Background: an optimization exercise with open tools, aiming at small area. Do not read the settings as production practice.
In this exercise RTL edits were held to simulation tests only and were not proved equivalent to the original.
The clock port is modelled as an ideal driver; clocking choices that lean on that would not hold on a real chip.
No activity file was given, so power comes from the tool's default toggle rates.

## muldiv_unit
module muldiv_unit (
	input  logic                                   clk,
	input  logic                                   rst,
	input  logic                                   start,
	input  muldiv_pkg::md_op_e                     op,
	input  logic                                   signed_mode,
	input  logic [1:0]                             src1_sel,
	input  logic [1:0]                             src2_sel,
	input  muldiv_pkg::md_word_t [4-1:0]    src_regs,
	output muldiv_pkg::md_word_t                   result,
	output logic                                   done,
	output logic                                   div_by_zero
);
	localparam int W = 16;
	localparam logic [W-1:0] CUT = 16'b0001001001001000;
	logic [W:0]   valid_s;
	logic [W:0]   is_div_s;
	logic [W:0]   cin_s;
	logic [W:0]   neg_s;
	muldiv_pkg::md_word_t p_s   [0:W];
	muldiv_pkg::md_word_t opa_s [0:W];
	muldiv_pkg::md_word_t opq_s [0:W];
	operand_issue i_operand_issue (
		.start       (start),
  ...
==> flow/config.mk <==
export PLATFORM = sky130hd
export DESIGN_NAME = muldiv_unit
export DESIGN_NICKNAME = muldiv_unit
export VERILOG_FILES = /design/flow/design.v
export SDC_FILE = /design/flow/constraint.sdc
export NUM_CORES = 4
export LEC_CHECK = 0
export ABC_AREA = 1
export CAP_MARGIN = 20
export CORE_MARGIN = 2
export CORE_UTILIZATION = 40
export SLEW_MARGIN = 20
==> flow/constraint.sdc <==
create_clock -name core_clock -period 8.0 [get_ports {clk}]
set_input_delay 1.6000 -clock core_clock [delete_from_list [all_inputs] [get_ports {clk}]]
set_output_delay 1.6000 -clock core_clock [all_outputs]
set_load 0.01 [all_outputs]
standard.sh (not shown) runs the stock make flow with config.mk's settings and CLKGATE_MAP_FILE= SYNTH_SCRIPT=/design/flow/synth_recipe.tcl, a recipe that flattens the netlist after the stock synthesis.
==> flow/flow/run.sh <==
#!/bin/bash
# Standard ORFS layout with smaller port buffers and a clock tree without dummy loads.
set -euo pipefail
cd "$(dirname "$0")/.."
export BUFFER_PORTS_ARGS="-buffer_cell sky130_fd_sc_hd__buf_1"
export CTS_ARGS="-sink_clustering_enable -repair_clock_nets -buf_list sky130_fd_sc_hd__clkbuf_8 -sink_clustering_size 12 -sink_buffer_max_cap_derate 0.7 -dont_use_dummy_load"
bash standard.sh synth > synth.log 2>&1
bash standard.sh > layout.log 2>&1
Change:
==> flow/run.sh (new file) <==
#!/bin/bash
# synth_recipe.tcl (not shown) runs the flow's synth.tcl, then flattens the netlist and writes it again
# the make line also repeats each setting of config.mk as NAME=value (left out here)
make -C /OpenROAD-flow-scripts/flow DESIGN_CONFIG=/design/flow/config.mk WORK_HOME=/design/flow/orfs CLKGATE_MAP_FILE= SYNTH_SCRIPT=/design/flow/synth_recipe.tcl finish
removed: flow/flow/run.sh
removed: flow/standard.sh
Cell count is higher by 1.2%.
Cell area goes up by 6.9%.
Critical path depth is lower by 4.
Wire length decreases by 2.0%.
Core utilization increases by 3.0 points.
Global-route usage stays flat.
Change:
==> flow/flow/run.sh (new file) <==
#!/bin/bash
# Standard ORFS layout with smaller port buffers and a clock tree without dummy loads.
set -euo pipefail
cd "$(dirname "$0")/.."
export BUFFER_PORTS_ARGS="-buffer_cell sky130_fd_sc_hd__buf_1"
export CTS_ARGS="-sink_clustering_enable -repair_clock_nets -buf_list sky130_fd_sc_hd__clkbuf_8 -sink_clustering_size 12 -dont_use_dummy_load"
bash standard.sh synth > synth.log 2>&1
bash standard.sh > layout.log 2>&1
==> flow/standard.sh (new file) <==
#!/bin/bash
# synth_recipe.tcl (not shown) runs the flow's synth.tcl, then flattens the netlist and writes it again
# the make line also repeats each setting of config.mk as NAME=value (left out here)
make -C /OpenROAD-flow-scripts/flow DESIGN_CONFIG=/design/flow/config.mk WORK_HOME=/design/flow/orfs CLKGATE_MAP_FILE= SYNTH_SCRIPT=/design/flow/synth_recipe.tcl "${@:-finish}"
CORE_UTILIZATION = 65   (was 40)
removed: flow/run.sh
The changed run finished with timing, DRC and antenna clean.
Worst setup slack loses 0.018 ns.
Area after synthesis is unchanged.
Cell count goes down by 8.7%.
Final area goes down by 8.2%.
Combinational power goes down by about 4%.
Maximum frequency hardly moves.
Total power goes down by 10%.
Hold slack loses 0.025 ns.
Change:
CORE_UTILIZATION = 40   (was 65)
The new run went through all stages and came out clean.
Non-clock buffer count rises by 9.
Design area climbs by 1.9%.
Combinational power barely changes.
Change:
--- a/flow/flow/run.sh
+++ b/flow/flow/run.sh
@@ -4,4 +4,5 @@
 cd "$(dirname "$0")/.."
 export BUFFER_PORTS_ARGS="-buffer_cell sky130_fd_sc_hd__buf_1"
+export RECOVER_POWER=100
 export CTS_ARGS="-sink_clustering_enable -repair_clock_nets -buf_list sky130_fd_sc_hd__clkbuf_8 -sink_clustering_size 12 -dont_use_dummy_load"
 bash standard.sh synth > synth.log 2>&1
CORE_UTILIZATION = 65   (was 40)
=>
- The new run produced a clean layout
- die area fell by about 40%
- clock power falls by about 2%
- non-clock buffer count drops by 9
- via count stays flat
- total power falls by about 1.4%
- utilization increases by 25 points
- cell count falls by about 8%
- wire length shrinks by 9.8%

---

Setup of red:
Another version of the RTL of muldiv_unit (not shown whole).
Size in the first run: ~1300 cells after synthesis, about 200 flip-flops, about 92 I/O pins, ~0.013 mm2 of cells after synthesis.
Design muldiv_unit, start of the top module:
module muldiv_unit (
	input  logic                                   clk,
	input  logic                                   rst,
	input  logic                                   start,
	input  muldiv_pkg::md_op_e                     op,
	input  logic                                   signed_mode,
	input  logic [1:0]                             src1_sel,
	input  logic [1:0]                             src2_sel,
	input  muldiv_pkg::md_word_t [4-1:0]    src_regs,
	output muldiv_pkg::md_word_t                   result,
	output logic                                   done,
	output logic                                   div_by_zero
);
==> flow/config.mk <==
export PLATFORM = sky130hd
export DESIGN_NAME = muldiv_unit
export DESIGN_NICKNAME = muldiv_unit
export VERILOG_FILES = /design/flow/design.v
export SDC_FILE = /design/flow/constraint.sdc
export NUM_CORES = 4
export LEC_CHECK = 0
export CAP_MARGIN = 20
export CORE_MARGIN = 2
export CORE_UTILIZATION = 65
export SLEW_MARGIN = 20
==> flow/constraint.sdc <==
create_clock -name core_clock -period 8.0 [get_ports {clk}]
set_input_delay 1.6000 -clock core_clock [delete_from_list [all_inputs] [get_ports {clk}]]
set_output_delay 1.6000 -clock core_clock [all_outputs]
set_load 0.01 [all_outputs]
==> flow/flow/run.sh <==
#!/bin/bash
# Standard ORFS layout with smaller port buffers, a clock tree of clkbuf_8
# without dummy loads (heavily loaded clock buffers upsized after CTS), and
# power recovery on non-critical gates.
set -euo pipefail
cd "$(dirname "$0")/.."
W=$(pwd)
export BUFFER_PORTS_ARGS="-buffer_cell sky130_fd_sc_hd__buf_1"
export CTS_ARGS="-sink_clustering_enable -repair_clock_nets -buf_list sky130_fd_sc_hd__clkbuf_8 -dont_use_dummy_load"
export POST_CTS_TCL="$W/flow/post_cts.tcl"
export RECOVER_POWER=100
bash standard.sh synth > synth.log 2>&1
bash standard.sh > layout.log 2>&1
==> flow/flow/post_cts.tcl <==
# Upsize clock buffers that drive many flip-flops, to keep the clock slew low.
set n_up 0
foreach inst [[ord::get_db_block] getInsts] {
  set master [[$inst getMaster] getName]
  if { $master eq "sky130_fd_sc_hd__clkbuf_8" } {
    set net [[$inst findITerm X] getNet]
    if { $net ne "NULL" } {
      set loads [expr { [llength [$net getITerms]] - 1 }]
      if { $loads > 14 } {
        replace_cell [$inst getName] sky130_fd_sc_hd__clkbuf_16
        incr n_up
      }
    }
  }
}
puts "post_cts: upsized $n_up clock buffers"
if { $n_up > 0 } {
  detailed_placement
  check_placement -verbose
  estimate_parasitics -placement
}
For blue, these inputs were changed with respect to red:
Settings: CORE_UTILIZATION: 65 -> 40.
==> flow/flow/run.sh <==
#!/bin/bash
# Standard ORFS layout with smaller port buffers and a clock tree without dummy loads.
set -euo pipefail
cd "$(dirname "$0")/.."
export BUFFER_PORTS_ARGS="-buffer_cell sky130_fd_sc_hd__buf_1"
export CTS_ARGS="-sink_clustering_enable -repair_clock_nets -buf_list {sky130_fd_sc_hd__clkbuf_8 sky130_fd_sc_hd__clkbuf_16} -sink_clustering_size 12 -dont_use_dummy_load"
bash standard.sh synth > synth.log 2>&1
bash standard.sh > layout.log 2>&1
removed: flow/flow/post_cts.tcl
Findings:
blue -> red: number of sequential cells flat
Per the comparison of blue with red, setup slack higher; via count of the first global-routing pass lower; core area rose by about 65%.
Compared blue vs red, and full die area is up in blue.
The run showing the smaller number of placed instances, taps included is red.
As far as number of top-level pins goes, blue and red are indistinguishable; the numbers are identical.
Net switching component of the power grows slightly when moving from red to blue.
blue vs red: number of DRC markers after the initial detailed-route iteration down
Every run (red and blue) finished clean.
Changes in green relative to blue:
Settings: CORE_UTILIZATION now 80, was 40.
==> flow/flow/run.sh <==
#!/bin/bash
# Standard ORFS layout with smaller port buffers, a clock tree of clkbuf_8
# without dummy loads (heavily loaded clock buffers upsized after CTS).
set -euo pipefail
cd "$(dirname "$0")/.."
W=$(pwd)
export BUFFER_PORTS_ARGS="-buffer_cell sky130_fd_sc_hd__buf_1"
export CTS_ARGS="-sink_clustering_enable -repair_clock_nets -buf_list sky130_fd_sc_hd__clkbuf_8 -dont_use_dummy_load"
export POST_CTS_TCL="$W/flow/post_cts.tcl"
bash standard.sh synth > synth.log 2>&1
bash standard.sh > layout.log 2>&1
==> flow/flow/post_cts.tcl (new file) <==
# Upsize clock buffers that drive many flip-flops, to keep the clock slew low.
set n_up 0
foreach inst [[ord::get_db_block] getInsts] {
  set master [[$inst getMaster] getName]
  if { $master eq "sky130_fd_sc_hd__clkbuf_8" } {
    set net [[$inst findITerm X] getNet]
    if { $net ne "NULL" } {
      set loads [expr { [llength [$net getITerms]] - 1 }]
      if { $loads > 14 } {
        replace_cell [$inst getName] sky130_fd_sc_hd__clkbuf_16
        incr n_up
      }
    }
  }
}
puts "post_cts: upsized $n_up clock buffers"
if { $n_up > 0 } {
  detailed_placement
  check_placement -verbose
  estimate_parasitics -placement
}
Findings:
Diff blue -> green | overall routed net length | increase of about 9%. Compared with blue, green shows a switching portion of total power that is 2.0 points higher. Measured against each other, green and blue differ in number of optimization iterations in the first detailed-route pass, the lower figure coming from blue. For the design internal power, green came in about 3.6% lower than blue did. From blue to green the numbers moved as follows: placement-stage worst setup slack went down; register area now sits at about the same level.
For orange, these inputs were changed with respect to green:
Settings: putting TNS_END_PERCENT at 0 where nothing was set; swapping 80 for 65 in CORE_UTILIZATION.
--- a/flow/flow/run.sh
+++ b/flow/flow/run.sh
@@ -2,3 +2,4 @@
 # Standard ORFS layout with smaller port buffers, a clock tree of clkbuf_8
-# without dummy loads (heavily loaded clock buffers upsized after CTS).
+# without dummy loads (heavily loaded clock buffers upsized after CTS), and
+# power recovery on non-critical gates.
 set -euo pipefail
@@ -9,2 +10,3 @@
 export POST_CTS_TCL="$W/flow/post_cts.tcl"
+export RECOVER_POWER=100
 bash standard.sh synth > synth.log 2>&1
### Flow results
- Final weighted congestion in routability-driven placement ends up lower on orange.
- Of the two values seen for capturing instance or port of the critical path, g_row[6].g_reg.p_q[5] was produced by orange and g_row[6].g_reg.p_q[4] by green.
- Delta (orange minus green): final instance area closely matched the old numbers, final cell count increased by 49 relative to the old numbers.

[what the ideal ports hide]
The flow's constraints put no driver on any port. The routed layouts listed below were extracted and timed again, unchanged, in two steps.
Step 1: set_driving_cell puts a clkbuf_16 on clk and a buf_2 on each other input, an assumption about the parent block.
Step 2 adds t to the input delays and takes it off the output delays; t is the mean of the earliest and latest rising clock arrival at the registers after step 1. Input paths then give back, and output paths get back, about the clock's delay inside the block.
a / b / c = ideal / step 1 / step 2; a / b = the first two.
| run | t, ns | setup slack, ns | clock arrival spread, ns | slew at the worst register clock pin (ns) | cell pins on the clock port's net |
|---|---|---|---|---|---|
| the first run of note 1 | 0.492 | 0.715 / 0.715 / 0.312 | 0.049 / 0.049 | 0.11 / 0.11 | 1 |
| the second run of note 1 | 0.492 | 0.688 / 0.702 / 0.219 | 0.021 / 0.020 | 0.09 / 0.09 | 1 |
| the third run of note 1 | 0.478 | 0.671 / 0.671 / 0.443 | 0.046 / 0.045 | 0.11 / 0.11 | 1 |
| the fourth run of note 1 | 0.492 | 0.715 / 0.715 / 0.312 | 0.049 / 0.049 | 0.11 / 0.11 | 1 |
| the fifth run of note 1 | 0.480 | 0.463 / 0.487 / 0.007 | 0.045 / 0.045 | 0.11 / 0.11 | 1 |
| red | 0.432 | 0.543 / 0.543 / 0.395 | 0.024 / 0.024 | 0.09 / 0.09 | 1 |
| blue | 0.463 | 0.622 / 0.622 / 0.622 | 0.037 / 0.037 | 0.09 / 0.09 | 1 |
| green | 0.431 | 0.235 / 0.235 / 0.235 | 0.036 / 0.035 | 0.10 / 0.10 | 1 |
| orange | 0.432 | 0.543 / 0.543 / 0.395 | 0.024 / 0.024 | 0.09 / 0.09 | 1 |
After both steps every run listed still meets setup and hold. For the second run of note 1, which loses most, drivers alone change the setup slack by +0.014 ns; drivers and shift together by -0.469 ns.
